This design comes from an exercise in tuning for small area, a short achievable clock period and few clock cycles per item on the open sky130 flow, not from production work.
In this exercise RTL edits were held to simulation tests only and were not proved equivalent to the original.
Power figures rest on the tool's default switching activity, not on a simulated workload.

==> flow/design.v <==
`default_nettype none
module screen_reader (
  input  logic        clk,
  input  logic        reset,
  input  logic        start,                                   
  input  logic        done,                                    
  input  logic [31:0] frame_base,                              
  output logic [31:0] mem_address,
  output logic        mem_read,
  input  logic        mem_waitrequest,
  input  logic [7:0]  mem_readdata,
  output logic        fetch_done,                              
  output logic        processing,
  output logic        link_valid,                              
  output logic [15:0] link_pixel,                              
  input  logic        link_credit                              
);
  localparam int screen_width  = 32;                           
  localparam int screen_size   = 256;                          
  localparam int fifo_depth    = 8;                            
  localparam int credit_w      = 4;                            
  localparam int count_w       = 8;                            
  localparam logic [1:0] st_idle        = 2'd0;                
  localparam logic [1:0] st_read_mem    = 2'd1;                
  localparam logic [1:0] st_wait_credit = 2'd2;                
  localparam logic [1:0] st_done        = 2'd3;                
  logic [1:0]            state;
  logic [31:0]           base_q;                               
  logic [count_w-1:0]    count;                                
  logic [4:0]            x;
  logic [2:0]            y;
  logic [7:0]            data_q;                               
  logic [credit_w-1:0]   credits;                              
  logic                  accept;                               
  logic                  send;
  logic                  last_px;
  assign accept  = (state == st_read_mem) && !mem_waitrequest;
  assign send    = (state == st_wait_credit) && (credits != '0);
  assign last_px = (count == count_w'(screen_size - 1));
  assign mem_read    = (state == st_read_mem);                 
  assign mem_address = base_q + 32'(count);
  assign link_valid = send;
  assign link_pixel = {x, y, data_q};                          
  always_ff @(posedge clk) begin
    if (reset) begin
      state      <= st_idle;
      base_q     <= '0;
      count      <= '0;
      x          <= '0;
      y          <= '0;
      processing <= 1'b0;
      fetch_done <= 1'b0;
    end else begin
      case (state)
        st_idle: begin
          if (start && !processing) begin
            state      <= st_read_mem;                         
            base_q     <= frame_base;
            count      <= '0;
            x          <= '0;
            y          <= '0;
            processing <= 1'b1;
            fetch_done <= 1'b0;
          end
        end
        st_read_mem: begin
          if (accept) state <= st_wait_credit;                
        end
        st_wait_credit: begin
          if (send) begin
            if (last_px) begin
              state      <= st_done;
              fetch_done <= 1'b1;
            end else begin
              state <= st_read_mem;
              count <= count + 1'b1;
              if (x == 5'(screen_width - 1)) begin             
                x <= '0;
                y <= y + 1'b1;
              end else begin
                x <= x + 1'b1;
              end
            end
          end
        end
        st_done: begin
          if (done) begin                                      
            state      <= st_idle;
            processing <= 1'b0;
          end
        end
        default: state <= st_idle;
      endcase
    end
  end
  always_ff @(posedge clk) begin
    if (accept) data_q <= mem_readdata;                        
  end
  always_ff @(posedge clk) begin
    if (reset) begin
      credits <= credit_w'(fifo_depth);
    end else if (send && !link_credit) begin
      credits <= credits - 1'b1;
    end else if (!send && link_credit) begin
      credits <= credits + 1'b1;
    end
  end
endmodule
`default_nettype wire
`default_nettype none
module pixel_fifo (
  input  logic        clk,
  input  logic        reset,
  input  logic        in_valid,                                
  input  logic [15:0] in_pixel,                                
  output logic        in_credit,
  output logic        out_valid,                               
  output logic [15:0] out_pixel,
  input  logic        out_credit
);
  localparam int fifo_depth   = 8;                             
  localparam int fifo_ptr_w   = 3;                             
  localparam int credit_w     = 4;                             
  localparam int draw_credits = 1;                             
  logic [15:0]           buffer [fifo_depth];                  
  logic [fifo_ptr_w-1:0] wr_ptr;
  logic [fifo_ptr_w-1:0] rd_ptr;
  logic [credit_w-1:0]   fill;                                 
  logic [0:0]            down_credits;                         
  logic                  push;
  logic                  pop;
  assign push = in_valid;                                      
  assign pop  = (fill != '0) && (down_credits != '0);
  assign out_valid = pop;
  assign out_pixel = buffer[rd_ptr];                           
  assign in_credit = pop;                                      
  always_ff @(posedge clk) begin
    if (push) buffer[wr_ptr] <= in_pixel;
  end
  always_ff @(posedge clk) begin
    if (reset) begin
      wr_ptr <= '0;
      rd_ptr <= '0;
    end else begin
      if (push) wr_ptr <= wr_ptr + 1'b1;                       
      if (pop)  rd_ptr <= rd_ptr + 1'b1;
    end
  end
  always_ff @(posedge clk) begin
    if (reset) begin
      fill <= '0;
    end else begin
      case ({push, pop})
        2'b10:   fill <= fill + 1'b1;
        2'b01:   fill <= fill - 1'b1;
        default: fill <= fill;                                 
      endcase
    end
  end
  always_ff @(posedge clk) begin
    if (reset) begin
      down_credits <= 1'(draw_credits);
    end else if (pop && !out_credit) begin
      down_credits <= down_credits - 1'b1;
    end else if (!pop && out_credit) begin
      down_credits <= down_credits + 1'b1;
    end
  end
endmodule
`default_nettype wire
`default_nettype none
module vga_pixel_writer (
  input  logic        clk,
  input  logic        reset,
  input  logic        link_valid,                              
  input  logic [15:0] link_pixel,                              
  output logic        link_credit,
  input  logic        palette_write,
  input  logic [7:0]  palette_index,
  input  logic [23:0] palette_rgb,                             
  input  logic        fetch_done,                              
  output logic [31:0] vga_address,
  output logic        vga_write,
  input  logic        vga_waitrequest,
  output logic [15:0] vga_writedata,                           
  output logic        done
);
  localparam logic [31:0] vga_px_base = 32'h0800_0000;        
  localparam int          vga_x_shift = 1;                    
  localparam int          vga_y_shift = 10;                   
  localparam logic [1:0] wr_idle   = 2'd0;                    
  localparam logic [1:0] wr_lookup = 2'd1;                    
  localparam logic [1:0] wr_write  = 2'd2;                    
  logic [1:0]   state;
  logic [23:0]  palette [256];                                 
  logic [15:0]  pix_q;                                         
  logic [4:0]   pix_x;
  logic [2:0]   pix_y;
  logic [7:0]   pix_idx;
  logic [23:0]  entry_q;                                       
  logic         accept;                                        
  logic         last_px;
  assign pix_x   = pix_q[15:11];
  assign pix_y   = pix_q[10:8];
  assign pix_idx = pix_q[7:0];
  assign accept  = (state == wr_write) && !vga_waitrequest;
  assign last_px = (pix_x == 5'd31) && (pix_y == 3'd7);
  assign link_credit = accept;                                 
  always_ff @(posedge clk) begin
    if (palette_write) palette[palette_index] <= palette_rgb;
  end
  always_ff @(posedge clk) begin
    if (reset) begin
      state <= wr_idle;
    end else begin
      case (state)
        wr_idle:   if (link_valid) state <= wr_lookup;
        wr_lookup: state <= wr_write;                          
        wr_write:  if (accept) state <= wr_idle;
        default:   state <= wr_idle;
      endcase
    end
  end
  always_ff @(posedge clk) begin
    if (state == wr_idle && link_valid) pix_q <= link_pixel;   
  end
  always_ff @(posedge clk) begin
    if (state == wr_lookup) entry_q <= palette[pix_idx];      
  end
  always_ff @(posedge clk) begin
    if (reset) begin
      done <= 1'b0;
    end else begin
      done <= accept && last_px && fetch_done;
    end
  end
  assign vga_write = (state == wr_write);                      
  assign vga_writedata = {entry_q[23:19], entry_q[15:10], entry_q[7:3]};
  assign vga_address = vga_px_base
                     | (32'(pix_y) << vga_y_shift)
                     | (32'(pix_x) << vga_x_shift);
endmodule
`default_nettype wire
`default_nettype none
module framebuffer_update_top (
  input  logic                         clk,
  input  logic                         reset,
  input  logic                         start,
  input  logic [31:0]                  frame_base,             
  input  logic                         palette_write,
  input  logic [7:0]                   palette_index,
  input  logic [23:0]                  palette_rgb,
  output logic [31:0]                  mem_address,
  output logic                         mem_read,
  input  logic                         mem_waitrequest,
  input  logic [7:0]                   mem_readdata,
  output logic [31:0]                  vga_address,
  output logic                         vga_write,
  input  logic                         vga_waitrequest,
  output logic [15:0]                  vga_writedata,          
  output logic                         processing,
  output logic                         done
);
  logic fetch_done;                                            
  logic   fetch_valid;                                         
  logic [15:0] fetch_pixel;
  logic   fetch_credit;
  logic   draw_valid;                                          
  logic [15:0] draw_pixel;
  logic   draw_credit;
  logic [15:0] writedata;
  assign vga_writedata = writedata;
  screen_reader u_reader (
    .clk             (clk),
    .reset           (reset),
    .start           (start),
    .done            (done),                                   
    .frame_base      (frame_base),
    .mem_address     (mem_address),
    .mem_read        (mem_read),
    .mem_waitrequest (mem_waitrequest),
    .mem_readdata    (mem_readdata),
    .fetch_done      (fetch_done),
    .processing      (processing),
    .link_valid      (fetch_valid),
    .link_pixel      (fetch_pixel),
    .link_credit     (fetch_credit)
  );
  pixel_fifo u_fifo (
    .clk        (clk),
    .reset      (reset),
    .in_valid   (fetch_valid),
    .in_pixel   (fetch_pixel),
    .in_credit  (fetch_credit),
    .out_valid  (draw_valid),
    .out_pixel  (draw_pixel),
    .out_credit (draw_credit)
  );
  vga_pixel_writer u_writer (
    .clk             (clk),
    .reset           (reset),
    .link_valid      (draw_valid),
    .link_pixel      (draw_pixel),
    .link_credit     (draw_credit),
    .palette_write   (palette_write),
    .palette_index   (palette_index),
    .palette_rgb     (palette_rgb),
    .fetch_done      (fetch_done),
    .vga_address     (vga_address),
    .vga_write       (vga_write),
    .vga_waitrequest (vga_waitrequest),
    .vga_writedata   (writedata),
    .done            (done)
  );
endmodule
`default_nettype wire
==> flow/run.sh <==
#!/bin/bash
# synth_recipe.tcl (not shown) runs the flow's synth.tcl, then flattens the netlist and writes it again
# the make line also repeats each setting of config.mk as NAME=value (left out here)
make -C /OpenROAD-flow-scripts/flow DESIGN_CONFIG=/design/flow/config.mk WORK_HOME=/design/flow/orfs CLKGATE_MAP_FILE= SYNTH_SCRIPT=/design/flow/synth_recipe.tcl finish
==> flow/config.mk <==
export PLATFORM = sky130hd
export DESIGN_NAME = framebuffer_update_top
export DESIGN_NICKNAME = framebuffer_update_top
export VERILOG_FILES = /design/flow/design.v
export SDC_FILE = /design/flow/constraint.sdc
export NUM_CORES = 4
export LEC_CHECK = 0
export CAP_MARGIN = 20
export CORE_MARGIN = 2
export CORE_UTILIZATION = 45
export SLEW_MARGIN = 20
export SYNTH_MEMORY_MAX_BITS = 16384
==> flow/constraint.sdc <==
create_clock -name core_clock -period 10.0 [get_ports {clk}]
set_input_delay 2.0000 -clock core_clock [delete_from_list [all_inputs] [get_ports {clk}]]
set_output_delay 2.0000 -clock core_clock [all_outputs]
set_load 0.01 [all_outputs]
==> results.txt <==
-- registers in the layout, indices dropped and copies added (netlist names), 4 cells and up --
register / count
u_writer.palette: 4096
u_fifo.buffer: 128
u_reader.base_q: 32
u_writer.entry_q: 16
u_writer.pix_q: 16
u_reader.count: 8
u_reader.data_q: 8
u_reader.x: 5
u_fifo.fill: 4
u_reader.credits: 4
-- worst max-delay path, delay by kind of cell, from the launching register on --
family | cells | cell delay [ns]
flip-flops | 1 | 0.42
buffers and inverters | 2 | 0.62
XOR/XNOR | 1 | 0.20
adder cells (fa/ha/maj) | 2 | 0.61
AO/OA/AOI/OAI | 4 | 1.07
AND/OR/NAND/NOR | 2 | 0.31
-- final cells by class --
type | instances | area, um2
antenna | 18 | 45.0
fill | 29000 | 180000
multi-input combinational | 3121 | 34300
clock inverter | 245 | 2480
sequential | 4334 | 129000
inverter | 9 | 33.8
timing repair buffer | 504 | 4490
clock buffer | 544 | 11400
tap | 4837 | 6050
-- layout by cell type, fill, tap and decap left out, types with 112 or more instances in the layout --
cell type	count
a21oi_1	182
a22o_1	112
a22oi_1	194
buf_4	350
clkbuf_16	436
clkdlybuf4s50_1	112
edfxtp_1	4264
mux2i_1	532
mux4_2	800
nand2_1	136
nor2_1	267
nor3_1	123
o22ai_1	288
-- cell families after synthesis --
family	after synthesis
xor+xnor	50
mux	1348
buf+inv	495
compound gates	879
simple gates	799
fa+ha+maj	21
flops	4334
other cells	2
-- through the flow --
stage               hold WS, ns  instance area, um2  total power, mW  std cells
floorplan                 0.437              166000             29.0       7950
global placement          0.456              174000             33.1      12800
detailed placement        0.457              174000             33.2      12800
CTS                       0.466              188000             49.0      13600
global route              0.491              188000             50.3      13600
finish                    0.461              188000             48.7      13600
-- worst max path at each step --
stage	from	endpoint	slack, ns	cells after the start
floorplan	u_reader.count[0]$_SDFFE_PP0P_	mem_address[24]	5.75	10
global placement	palette_index[1]	u_writer.palette[166][6]$_DFFE_PP_	4.54	6
detailed placement	palette_index[1]	u_writer.palette[166][6]$_DFFE_PP_	4.49	6
CTS	u_reader.count[1]$_SDFFE_PP0P_	mem_address[25]	3.72	9
global route	u_reader.count[0]$_SDFFE_PP0P_	mem_address[28]	3.45	11
finish	u_reader.count[0]$_SDFFE_PP0P_	mem_address[30]	3.81	11
-- per-layer routing --
metal  GRT usage  share of wire  vias to the layer above
li1            -              -                    34100
met1       0.310           0.41                    43700
met2       0.357           0.48                     3418
met3      0.0383          0.078                      607
met4      0.0653          0.030                        4
met5           0       0.000064                        -
-- power by group --
group	internal, mW	switching (mW)	leakage, nW
logic	4.92	7.52	13.9
clock network	9.13	6.79	6.76
registers	20.2	0.162	39.0
total	34.2	14.5	59.7
==> impl_results.html <==
<table>
<tr><th>Metric</th><th>Value</th></tr>
<tr><th colspan="2">Yosys</th></tr>
<tr><td>Synth unique cells</td><td>52</td></tr>
<tr><td>Number of enable flip-flop cells after synthesis</td><td>4,264</td></tr>
<tr><td>Compound-Gate Fraction of Synth Area</td><td>0.0361</td></tr>
<tr><td>Number of synthesis warnings</td><td>3</td></tr>
<tr><td>Proportion of synthesized chip area in sequential cells</td><td>0.779</td></tr>
<tr><td>Area fraction in and, or, nand and nor cells after synthesis</td><td>0.0222</td></tr>
<tr><td>Number of storage elements in the synthesis netlist</td><td>4,334</td></tr>
<tr><td>Top FF cell, synth</td><td>edfxtp_1</td></tr>
<tr><td>Xor and xnor area share after synthesis</td><td>0.00263</td></tr>
<tr><td>Largest family of logic cells by synthesized area</td><td>multiplexers</td></tr>
<tr><td>Most common cell in the synthesized netlist</td><td>edfxtp_1</td></tr>
<tr><td>Most numerous cell types in the synthesized netlist</td><td>4,264 x edfxtp_1, 800 x mux4_2, 532 x mux2i_1</td></tr>
<tr><td>Syn_area_per_cell</td><td>21.0 um2</td></tr>
<tr><td>Proportion of netlist area held by the largest area contributor</td><td>0.770</td></tr>
<tr><td>Share of synthesized flip-flops with an asynchronous set or reset</td><td>0</td></tr>
<tr><td>Mux contribution to synthesized area</td><td>0.142</td></tr>
<tr><td>Library cell with the largest summed area after synthesis</td><td>edfxtp_1</td></tr>
<tr><td>Total standard cell area after synthesis</td><td>0.166 mm2</td></tr>
<tr><td>Adder and majority gate portion of the synthesized area</td><td>0.00163</td></tr>
<tr><td>Main area contributors after synthesis</td><td>edfxtp_1 77%, mux4_2 11%, mux2i_1 3.2%</td></tr>
<tr><td>Synthesized netlist cell count</td><td>7,928</td></tr>
<tr><th colspan="2">Setup path</th></tr>
<tr><td>Chain of cells forming the critical path</td><td>ha_1 &gt; inv_1 &gt; fa_1 &gt; nor2b_1 &gt; o21ai_0 &gt; a21boi_0 &gt; o21ai_0 &gt; a21oi_1 &gt; nand3_1 &gt; xnor2_1 &gt; clkdlybuf4s50_1</td></tr>
<tr><td>Largest stage delay, worst path</td><td>0.56 ns</td></tr>
<tr><td>Required time of the critical path</td><td>8.00 ns</td></tr>
<tr><td>Slowest cell on crit path</td><td>clkdlybuf4s50_1</td></tr>
<tr><td>Critical path type</td><td>flop to output pin</td></tr>
<tr><td>Critical path's most frequent cell</td><td>o21ai_0</td></tr>
<tr><td>Crit path arrival time</td><td>4.19 ns</td></tr>
<tr><td>Endpoint class of the critical path</td><td>output pin</td></tr>
<tr><td>Sort of element at the start of the critical path</td><td>flop</td></tr>
<tr><td>Crit path max fanout</td><td>7</td></tr>
<tr><td>Register-to-register path setup slack</td><td>between 4 and 5 ns</td></tr>
<tr><td>Worst R2R Start</td><td>u_writer.pix_q[0]$_DFFE_PP_</td></tr>
<tr><td>Number of cells on the worst reg-to-reg path</td><td>9</td></tr>
<tr><td>Reg-to-reg endpoint</td><td>u_writer.entry_q[19]$_DFFE_PN_</td></tr>
<tr><th colspan="2">GRT</th></tr>
<tr><td>All-Layer GR Usage</td><td>0.221</td></tr>
<tr><td>Remaining global-route overflow</td><td>0</td></tr>
<tr><td>Largest net degree at the start of global routing</td><td>180</td></tr>
<tr><td>Number of antenna violations at the first check in global routing</td><td>25</td></tr>
<tr><td>Via count of the first global-routing pass</td><td>80,900</td></tr>
<tr><td>First-pass GRT wire length</td><td>594,000 um</td></tr>
<tr><th colspan="2">Place</th></tr>
<tr><td>Gp weighted congestion</td><td>0.831</td></tr>
<tr><td>Count of input and output buffers</td><td>129</td></tr>
<tr><td>HPWL after DPL</td><td>between 200,000 and 250,000 um</td></tr>
<tr><td>Setup Slack @ Placement</td><td>4.49 ns</td></tr>
<tr><th colspan="2">Cells and area</th></tr>
<tr><td>Ratio of cells with drive above 1 in the final layout</td><td>0.216</td></tr>
<tr><td>Finished Core Util</td><td>0.511</td></tr>
<tr><td>Total Nets Final</td><td>8,501</td></tr>
<tr><td>Synthesis-to-layout area growth</td><td>13.3%</td></tr>
<tr><th colspan="2">Power</th></tr>
<tr><td>P per Cell Area</td><td>between 200 and 300 mW/mm2</td></tr>
<tr><td>Static Leak</td><td>59.7 nW</td></tr>
<tr><td>Maximum vdd drop</td><td>210 uV</td></tr>
<tr><th colspan="2">Clock tree</th></tr>
<tr><td>Depth of the CTS H-tree</td><td>5</td></tr>
<tr><td>Post-CTS setup buffer count</td><td>0</td></tr>
<tr><td>Clock tree sinks</td><td>4,334</td></tr>
<tr><td>Clock root buffer</td><td>clkbuf_16</td></tr>
<tr><td>Hold buffers post-CTS</td><td>0</td></tr>
<tr><td>Number of instances resized during post-cts repair</td><td>0</td></tr>
<tr><td>Number of buffers created by CTS</td><td>around 430</td></tr>
<tr><td>Clock tree buffer depth</td><td>4</td></tr>
<tr><td>Worst-Skew Late Latency</td><td>0.98 ns</td></tr>
<tr><td>Clock slew seen by the registers of the worst setup and hold paths</td><td>0.06 ns</td></tr>
<tr><td>TritonCTS clock tree</td><td>done</td></tr>
<tr><th colspan="2">STA</th></tr>
<tr><td>Transition time at the pin with the least slew margin</td><td>1.22 ns</td></tr>
<tr><td>Worst clock skew on the final layout</td><td>roughly 0.075 ns</td></tr>
<tr><td>Accumulated negative setup slack</td><td>0 ns</td></tr>
<tr><td>Post-route clock period utilization</td><td>0.619</td></tr>
<tr><td>Shortest period the worst path allows</td><td>just over 6 ns</td></tr>
<tr><td>Setup violators final</td><td>0</td></tr>
<tr><td>Worst slew slack as a fraction of its limit</td><td>0.184</td></tr>
<tr><td>Max Clock Freq</td><td>162 MHz</td></tr>
<tr><td>Count of final max-slew check failures</td><td>0</td></tr>
<tr><td>Final worst-path setup slack</td><td>between 3 and 4 ns</td></tr>
<tr><td>Final Hold Vio Count</td><td>0</td></tr>
<tr><td>Unrepaired setup endpoints after global routing</td><td>false</td></tr>
<tr><th colspan="2">Die</th></tr>
<tr><td>Die area</td><td>0.374 mm2</td></tr>
<tr><td>Number of placement rows</td><td>223</td></tr>
<tr><td>Area of the core region</td><td>~0.37 mm2</td></tr>
<tr><td># IOs</td><td>~160</td></tr>
<tr><td>Effective utilization at floorplan</td><td>0.451</td></tr>
<tr><td>Die height</td><td>612 um</td></tr>
<tr><td>Width of the chip</td><td>612 um</td></tr>
<tr><th colspan="2">Min path</th></tr>
<tr><td>Worst hold endpoint</td><td>u_reader.base_q[3]$_SDFFE_PP0P_</td></tr>
<tr><td>Hold Path Class</td><td>flop to flop</td></tr>
<tr><td>Worst hold path startpoint</td><td>u_reader.base_q[3]$_SDFFE_PP0P_</td></tr>
<tr><td>Cell count of the worst hold path</td><td>2</td></tr>
<tr><th colspan="2">Drt</th></tr>
<tr><td>Routed WL per cell</td><td>between 30 and 40 um</td></tr>
<tr><td>DRC violation count after routing</td><td>0</td></tr>
<tr><td>Via-to-Cell Ratio</td><td>6.01</td></tr>
<tr><td>First-pass iteration count of the detailed router</td><td>6</td></tr>
<tr><td>Remaining number of nets flagged by the antenna check after routing</td><td>0</td></tr>
<tr><td>Total routed wirelength</td><td>421,000 um</td></tr>
<tr><td>Count of routing violations after the opening detailed-route iteration</td><td>9,266</td></tr>
<tr><td>Total via count after detailed routing</td><td>81,800</td></tr>
<tr><th colspan="2">Job</th></tr>
<tr><td>Max Cap Viol</td><td>0</td></tr>
<tr><th colspan="2">Outcome</th></tr>
<tr><td>Status</td><td>finished clean</td></tr>
</table>
Testbench counts, summed over its fixed seeds: cycles 24,704, items 8,192.

afterwards: timing with drivers on the ports:
In the flow no input, the clock included, has a driving cell. The finished layout below was timed again as built, in two steps.
Step 1 sets driving cells, clkbuf_16 on the clock port and buf_2 on the other inputs (assumed; they add their load-dependent delay and slew).
Step 2 times the ports against the registers' clock, not the clock port: input delays grow and output delays shrink by t, the midpoint of the rising clock arrivals with the driver on.
a / b / c = ideal / step 1 / step 2; a / b = the first two.
t (ns): 1.054
setup WS [ns]: 3.810 / 3.704 / 4.130
hold slack, ns: 0.461 / 0.461 / 0.461
worst setup path after step 2: input to register
worst register clock-pin slew, ns: 0.07 / 0.07
After both steps setup and hold are still met in this run. The setup slack of this run moves by -0.106 ns with the drivers and by +0.320 ns with both steps.
